Background: an optimization exercise with open tools, aiming at small area. Do not read the settings as production practice.
In this exercise RTL edits were held to simulation tests only and were not proved equivalent to the original.
Power and IR drop assume default switching activity.

==> flow/design.v <==
module decode_pipe #(
  parameter int XLEN      = 32,
  parameter bit HAZARD_EN = 1'b1,
  parameter bit BYPASS_EN = 1'b1
) (
  input  logic            i_clk,
  input  logic            i_rst,
  input  logic            i_valid_IF,
  input  logic [31:0]     i_instr,
  input  logic [XLEN-1:0] i_addr_IncrePC,
  input  logic            i_stall_EX,
  input  logic            i_flush,
  input  logic            i_wb_en,
  input  logic [4:0]      i_wb_addr,
  input  logic [XLEN-1:0] i_wb_data,
  output logic            o_stall_IF,
  output logic            o_valid_EX,
  output logic [XLEN-1:0] o_data_Rs,
  output logic [XLEN-1:0] o_data_Rt,
  output logic [XLEN-1:0] o_data_SignExt,
  output logic [XLEN-1:0] o_addr_IncrePC,
  output logic [4:0]      o_rs,
  output logic [4:0]      o_rt,
  output logic [4:0]      o_rd,
  output logic            o_con_WrBack,
  output logic            o_con_MemRd,
  output logic            o_con_MemWr,
  output logic            o_con_Branch,
  output logic            o_con_Jump,
  output logic            o_con_AluSrc,
  output logic [3:0]      o_con_AluOp,
  output logic            o_illegal
);
  localparam logic [5:0] OP_RTYPE = 6'h00;
  localparam logic [5:0] OP_J     = 6'h02;
  localparam logic [5:0] OP_BEQ   = 6'h04;
  localparam logic [5:0] OP_ADDI  = 6'h08;
  localparam logic [5:0] OP_ANDI  = 6'h0C;
  localparam logic [5:0] OP_ORI   = 6'h0D;
  localparam logic [5:0] OP_LW    = 6'h23;
  localparam logic [5:0] OP_SW    = 6'h2B;
  typedef struct packed {
    logic       wr_back;
    logic       mem_rd;
    logic       mem_wr;
    logic       branch;
    logic       jump;
    logic       alu_src;
    logic [3:0] alu_op;
    logic       illegal;
  } ctrl_t;
  logic [5:0]      opcode;
  logic [5:0]      funct;
  logic [4:0]      rs;
  logic [4:0]      rt;
  logic [15:0]     imm;
  logic            is_rtype;
  logic            uses_rt;
  logic            zero_ext;
  ctrl_t           ctrl_dec;
  ctrl_t           ctrl_q;
  logic [XLEN-1:0] imm_ext;
  logic [4:0]      rd_sel;
  logic [XLEN-1:0] rs_val;
  logic [XLEN-1:0] rt_val;
  logic            hazard;
  logic [XLEN-1:0] regs [32];
  logic            unused_shamt;
  assign opcode       = i_instr[31:26];
  assign rs           = i_instr[25:21];
  assign rt           = i_instr[20:16];
  assign imm          = i_instr[15:0];
  assign funct        = i_instr[5:0];
  assign unused_shamt = ^i_instr[10:6];
  assign is_rtype     = (opcode == OP_RTYPE);
  always_comb begin
    ctrl_dec = '0;
    uses_rt  = is_rtype;
    zero_ext = 1'b0;
    case (opcode)
      OP_RTYPE: begin
        ctrl_dec.wr_back = 1'b1;
        case (funct)
          6'h20: ctrl_dec.alu_op = 4'd0;
          6'h22: ctrl_dec.alu_op = 4'd1;
          6'h24: ctrl_dec.alu_op = 4'd2;
          6'h25: ctrl_dec.alu_op = 4'd3;
          6'h2A: ctrl_dec.alu_op = 4'd4;
          default: begin
            ctrl_dec.wr_back = 1'b0;
            ctrl_dec.illegal = 1'b1;
          end
        endcase
      end
      OP_LW: begin
        ctrl_dec.wr_back = 1'b1;
        ctrl_dec.mem_rd  = 1'b1;
        ctrl_dec.alu_src = 1'b1;
      end
      OP_SW: begin
        ctrl_dec.mem_wr  = 1'b1;
        ctrl_dec.alu_src = 1'b1;
        uses_rt          = 1'b1;
      end
      OP_BEQ: begin
        ctrl_dec.branch = 1'b1;
        ctrl_dec.alu_op = 4'd1;
        uses_rt         = 1'b1;
      end
      OP_ADDI: begin
        ctrl_dec.wr_back = 1'b1;
        ctrl_dec.alu_src = 1'b1;
      end
      OP_ANDI: begin
        ctrl_dec.wr_back = 1'b1;
        ctrl_dec.alu_src = 1'b1;
        ctrl_dec.alu_op  = 4'd2;
        zero_ext         = 1'b1;
      end
      OP_ORI: begin
        ctrl_dec.wr_back = 1'b1;
        ctrl_dec.alu_src = 1'b1;
        ctrl_dec.alu_op  = 4'd3;
        zero_ext         = 1'b1;
      end
      OP_J: ctrl_dec.jump = 1'b1;
      default: ctrl_dec.illegal = 1'b1;
    endcase
  end
  assign imm_ext = zero_ext ? {{(XLEN-16){1'b0}}, imm} : {{(XLEN-16){imm[15]}}, imm};
  assign rd_sel  = is_rtype ? i_instr[15:11] : rt;
  always_comb begin
    rs_val = regs[rs];
    rt_val = regs[rt];
    if (BYPASS_EN && i_wb_en && (i_wb_addr != 5'd0)) begin
      if (i_wb_addr == rs) rs_val = i_wb_data;
      if (i_wb_addr == rt) rt_val = i_wb_data;
    end
  end
  assign hazard = HAZARD_EN && o_valid_EX && ctrl_q.mem_rd && (o_rt != 5'd0) && i_valid_IF
                  && ((o_rt == rs) || (uses_rt && (o_rt == rt)));
  assign o_stall_IF = hazard || i_stall_EX;
  always_ff @(posedge i_clk or posedge i_rst) begin
    if (i_rst) begin
      for (int i = 0; i < 32; i++) regs[i] <= '0;
    end else if (i_wb_en && (i_wb_addr != 5'd0)) begin
      regs[i_wb_addr] <= i_wb_data;
    end
  end
  always_ff @(posedge i_clk or posedge i_rst) begin
    if (i_rst) begin
      o_valid_EX     <= 1'b0;
      ctrl_q         <= '0;
      o_data_Rs      <= '0;
      o_data_Rt      <= '0;
      o_data_SignExt <= '0;
      o_addr_IncrePC <= '0;
      o_rs           <= '0;
      o_rt           <= '0;
      o_rd           <= '0;
    end else if (i_flush || (!i_stall_EX && hazard)) begin
      o_valid_EX <= 1'b0;
      ctrl_q     <= '0;
    end else if (!i_stall_EX) begin
      o_valid_EX     <= i_valid_IF;
      ctrl_q         <= i_valid_IF ? ctrl_dec : '0;
      o_data_Rs      <= rs_val;
      o_data_Rt      <= rt_val;
      o_data_SignExt <= imm_ext;
      o_addr_IncrePC <= i_addr_IncrePC;
      o_rs           <= rs;
      o_rt           <= rt;
      o_rd           <= rd_sel;
    end
  end
  assign o_con_WrBack = ctrl_q.wr_back;
  assign o_con_MemRd  = ctrl_q.mem_rd;
  assign o_con_MemWr  = ctrl_q.mem_wr;
  assign o_con_Branch = ctrl_q.branch;
  assign o_con_Jump   = ctrl_q.jump;
  assign o_con_AluSrc = ctrl_q.alu_src;
  assign o_con_AluOp  = ctrl_q.alu_op;
  assign o_illegal    = ctrl_q.illegal;
endmodule
==> flow/run.sh <==
#!/bin/bash
# synth_recipe.tcl (not shown) runs the flow's synth.tcl, then flattens the netlist and writes it again
# the make line also repeats each setting of config.mk as NAME=value (left out here)
make -C /OpenROAD-flow-scripts/flow DESIGN_CONFIG=/design/flow/config.mk WORK_HOME=/design/flow/orfs CLKGATE_MAP_FILE= SYNTH_SCRIPT=/design/flow/synth_recipe.tcl finish
==> flow/config.mk <==
export PLATFORM = sky130hd
export DESIGN_NAME = decode_pipe
export DESIGN_NICKNAME = decode_pipe
export VERILOG_FILES = /design/flow/design.v
export SDC_FILE = /design/flow/constraint.sdc
export NUM_CORES = 4
export LEC_CHECK = 0
export CAP_MARGIN = 20
export CELL_PAD_IN_SITES_DETAIL_PLACEMENT = 1
export CELL_PAD_IN_SITES_GLOBAL_PLACEMENT = 2
export CORE_MARGIN = 2
export CORE_UTILIZATION = 30
export SLEW_MARGIN = 20
==> flow/constraint.sdc <==
create_clock -name core_clock -period 8.0 [get_ports {i_clk}]
set_input_delay 1.6000 -clock core_clock [delete_from_list [all_inputs] [get_ports {i_clk}]]
set_output_delay 1.6000 -clock core_clock [all_outputs]
set_load 0.01 [all_outputs]
==> flow_summary.json <==
{
  "status": "no timing/DRC/antenna violations",
  "required_ps": 6400,
  "synth-compound-area-share_pct": 14.6,
  "clockBufferDepth": 3,
  "syn-num-nets": 5097,
  "power.density_mw_per_mm2": 261,
  "setup_tns_ps": 0,
  "cts_sinks": 1163,
  "synthCells": 4990,
  "io_pins": 263,
  "fin_skew_ps": 44.0,
  "via_count": 52027,
  "grt_pass1_vias": 51111,
  "wl_per_cell_um": 46.5,
  "synth_xor_area_share_pct": 0.303,
  "yosysSeqAreaShare_pct": 50.4,
  "portBuffers": 261,
  "ys_ff_latch": 1163,
  "insertion_delay_ps": 840,
  "cp_max_fo": 25,
  "hp-class": "flip-flop to flip-flop",
  "grt-busiest-layer": "met2",
  "cp_data_arrival_time_ps": 3820,
  "synth_warnings": 2,
  "synth_top_area_share_pct": 50.4,
  "cts_setup_buffers": 0,
  "antenna_found_initial": 29,
  "cts_root_buffer": "clkbuf_16",
  "synthMuxAreaShare_pct": 22.6,
  "crit_type": "input pin to output pin",
  "dpl_cell_area_sq_mm": 0.0638,
  "pre_cts_slack_ps": 2400,
  "use_met3_pct": 11.1,
  "r2r_slack_ps": 4890,
  "grt_pass1_wl_um": 480000,
  "final_nets": 5213,
  "area_growth_pct": 18.8,
  "synthDistinctLibCells": 76,
  "dieHeight_um": 443,
  "synth_top_family_by_area": "multiplexers",
  "gr-usage-met2_pct": 53.0,
  "finalCritPeriodShare_pct": 67.7,
  "start_util_pct": 30.1,
  "max_freq_mhz": 185,
  "vdd_ir_drop_max_mv": 0.236,
  "met1_usage_pct": 45.7,
  "route.detailed.drc": 0,
  "max-cap-violations": 0,
  "final_common_cell": "dfrtp_1",
  "viasPerCell": 6.71,
  "p_leak_nw": 29.2,
  "startpoint": "i_instr[21]",
  "mostFrequentLayoutCells": "dfrtp_1, mux2_2, a22oi_1, nand2_1, clkdlybuf4s50_1",
  "final_hold_viol_count": 0,
  "slew_headroom_pct": 14.1,
  "finalHoldWorstSlack_ps": 405,
  "min_from": "regs[0][25]$_DFFE_PP0P_",
  "drive_above_1_share_pct": 29.3,
  "coreArea_sq_mm": 0.192,
  "design_area_sq_mm": 0.0686,
  "r2r-start": "o_rt[3]$_DFFE_PP0P_",
  "dp.cells": 7482,
  "grt_overflow_total": 0,
  "yosys.area_share.simple_pct": 8.12,
  "dieArea_sq_mm": 0.196,
  "crit_path_start_kind": "input pin",
  "fin_cells": 7753,
  "gp_congestion": 0.960,
  "rsz0062_at_grt": "false",
  "clk_pin_slew_ps": 60,
  "syn_avg_cell_area_sq_um": 11.6,
  "fin_ws_ps": 2580,
  "drt_pass1_iterations": 6,
  "track_usage_pct": 35.9,
  "synth_edf_count": 0,
  "synth_area_sq_mm": 0.0578,
  "synth_top_cell_by_area": "dfrtp_1",
  "synth_ff_type": "dfrtp_1",
  "async_reset_ff_share_pct": 100,
  "holdBufCountCts": 0,
  "cts_made_buffers": 144,
  "die_width_um": 443,
  "synthAdderAreaFrac_pct": 0,
  "ant_nets": 0,
  "yosys-top-cells-area": "dfrtp_1, mux2_2, a22oi_1",
  "cts_htree_levels": 4,
  "setup_viol": 0,
  "period_needed_ps": 5420,
  "wirelength_um": 360000,
  "grt_max_degree": 151,
  "slew_viol_final": 0,
  "cts_tree": "built",
  "drt-initial-drc-count": 8088,
  "cts.repair.resized": 0,
  "worstMarginPinSlew_ps": 1290,
  "core.rowCount": 161,
  "dp_hpwl_um": 222000,
  "crit_path_end_kind": "output pin"
}
[worst paths after layout]
path | endpoint | depth (start not counted)
setup / recovery | o_stall_IF | 6
hold / removal | regs[0][25]$_DFFE_PP0P_ | 0
setup reg to reg | o_data_Rs[23]$_DFFE_PP0P_ | 8
hold reg to reg | regs[0][25]$_DFFE_PP0P_ | 0
max in group asynchronous | regs[29][22]$_DFFE_PP0P_ | 4
min in group asynchronous | o_addr_IncrePC[4]$_DFFE_PP0P_ | 2
[sequential cells by signal, summed over array words and instances, names as in the netlist]
name,count
o_data_Rt,32
o_addr_IncrePC,32
o_data_Rs,32
ctrl_q,10
o_valid_EX,1
o_rt,5
o_data_SignExt,17
o_rd,5
o_rs,5
regs,1024
[worst max-delay path, cell delays in order]
cell	delay (ps)
buf_4	500
xnor2_1	210
nand4_1	120
o31ai_1	550
or2_2	220
clkdlybuf4s50_1	530
[final cells by class]
class                      count  area (sq um)
clock inverter                47           692
clock buffer                 206          4110
inverter                       9          37.5
tap                         2526          3160
antenna                       14          35.0
fill                       20610        123000
multi-input combinational   3311         27100
sequential                  1163         29100
timing repair buffer         477          4430
[metrics by stage]
stage / utilization [%] / power (mW)
after CTS: 35.7 / 17.9
after global placement: 33.2 / 10.9
after detailed placement: 33.2 / 11.0
after floorplan: - / 9.43
final: 35.8 / 17.9
after global routing: 35.7 / 18.4
[cell usage after synthesis, drive strengths merged, types with 4 or more instances]
master      n
xor2        9
nor4       33
mux2     1023
nand4     126
a32o        6
dfrtp    1163
or4         9
inv         9
nand3      77
o32ai      26
nand3b     10
nand2     360
a32oi      12
xnor2      11
nor2b      24
a21oi      84
or3b        6
nor3b       7
a31oi      17
buf       235
a2111oi     6
a22oi     563
and3       10
nor2      161
a211oi      7
a221oi     95
o2111ai     5
a2bb2oi     4
o22ai      31
and4       14
and2        8
o21ai     142
clkbuf    272
nand2b     14
or2         5
a22o      104
nand4b      6
nor3       72
a222oi     10
mux2i     156
o2bb2ai     9
or3        11
o211ai      7
[layer usage]
metal  vias up  wire (um)
met5         -        211
li1      19126          -
met2      3976     154000
met3      1300      39000
met4        34      26900
met1     27591     140000
[power breakdown]
part	internal, mW	switching [mW]	leakage, nW
logic	1.35	1.49	11.9
clock network	4.03	2.86	2.34
registers	6.99	1.21	14.9
[logic make-up after synthesis]
group	Yosys count
other	1
AOI/OAI and AO/OA	1153
and+or+nand+nor	958
xor gates and xnor gates	20
buffers and inverters	516
muxes	1179
DFF	1163

-- what the ideal ports hide --
No port has a modelled driver above. Below, the same layout with a new extraction and two added sets of constraints. Step 1 assumes that a clkbuf_16 drives the clock port and a buf_2 every other input. Step 2 moves the port delays by t, midway between the first and last clock arrival at a register: inputs arrive t later, outputs are due t later. That takes back most of the time a late clock gives input paths. Three values: no drivers, after step 1, after step 2; two values: the first two.
shift t [ns]: 0.906
slack for setup (ns): 2.585 / 2.557 / 2.123
worst register clock-pin slew, ns: 0.07 / 0.07
After both steps this run still meets setup and hold. For this run, drivers alone change the setup slack by -0.028 ns; drivers and shift together by -0.462 ns.
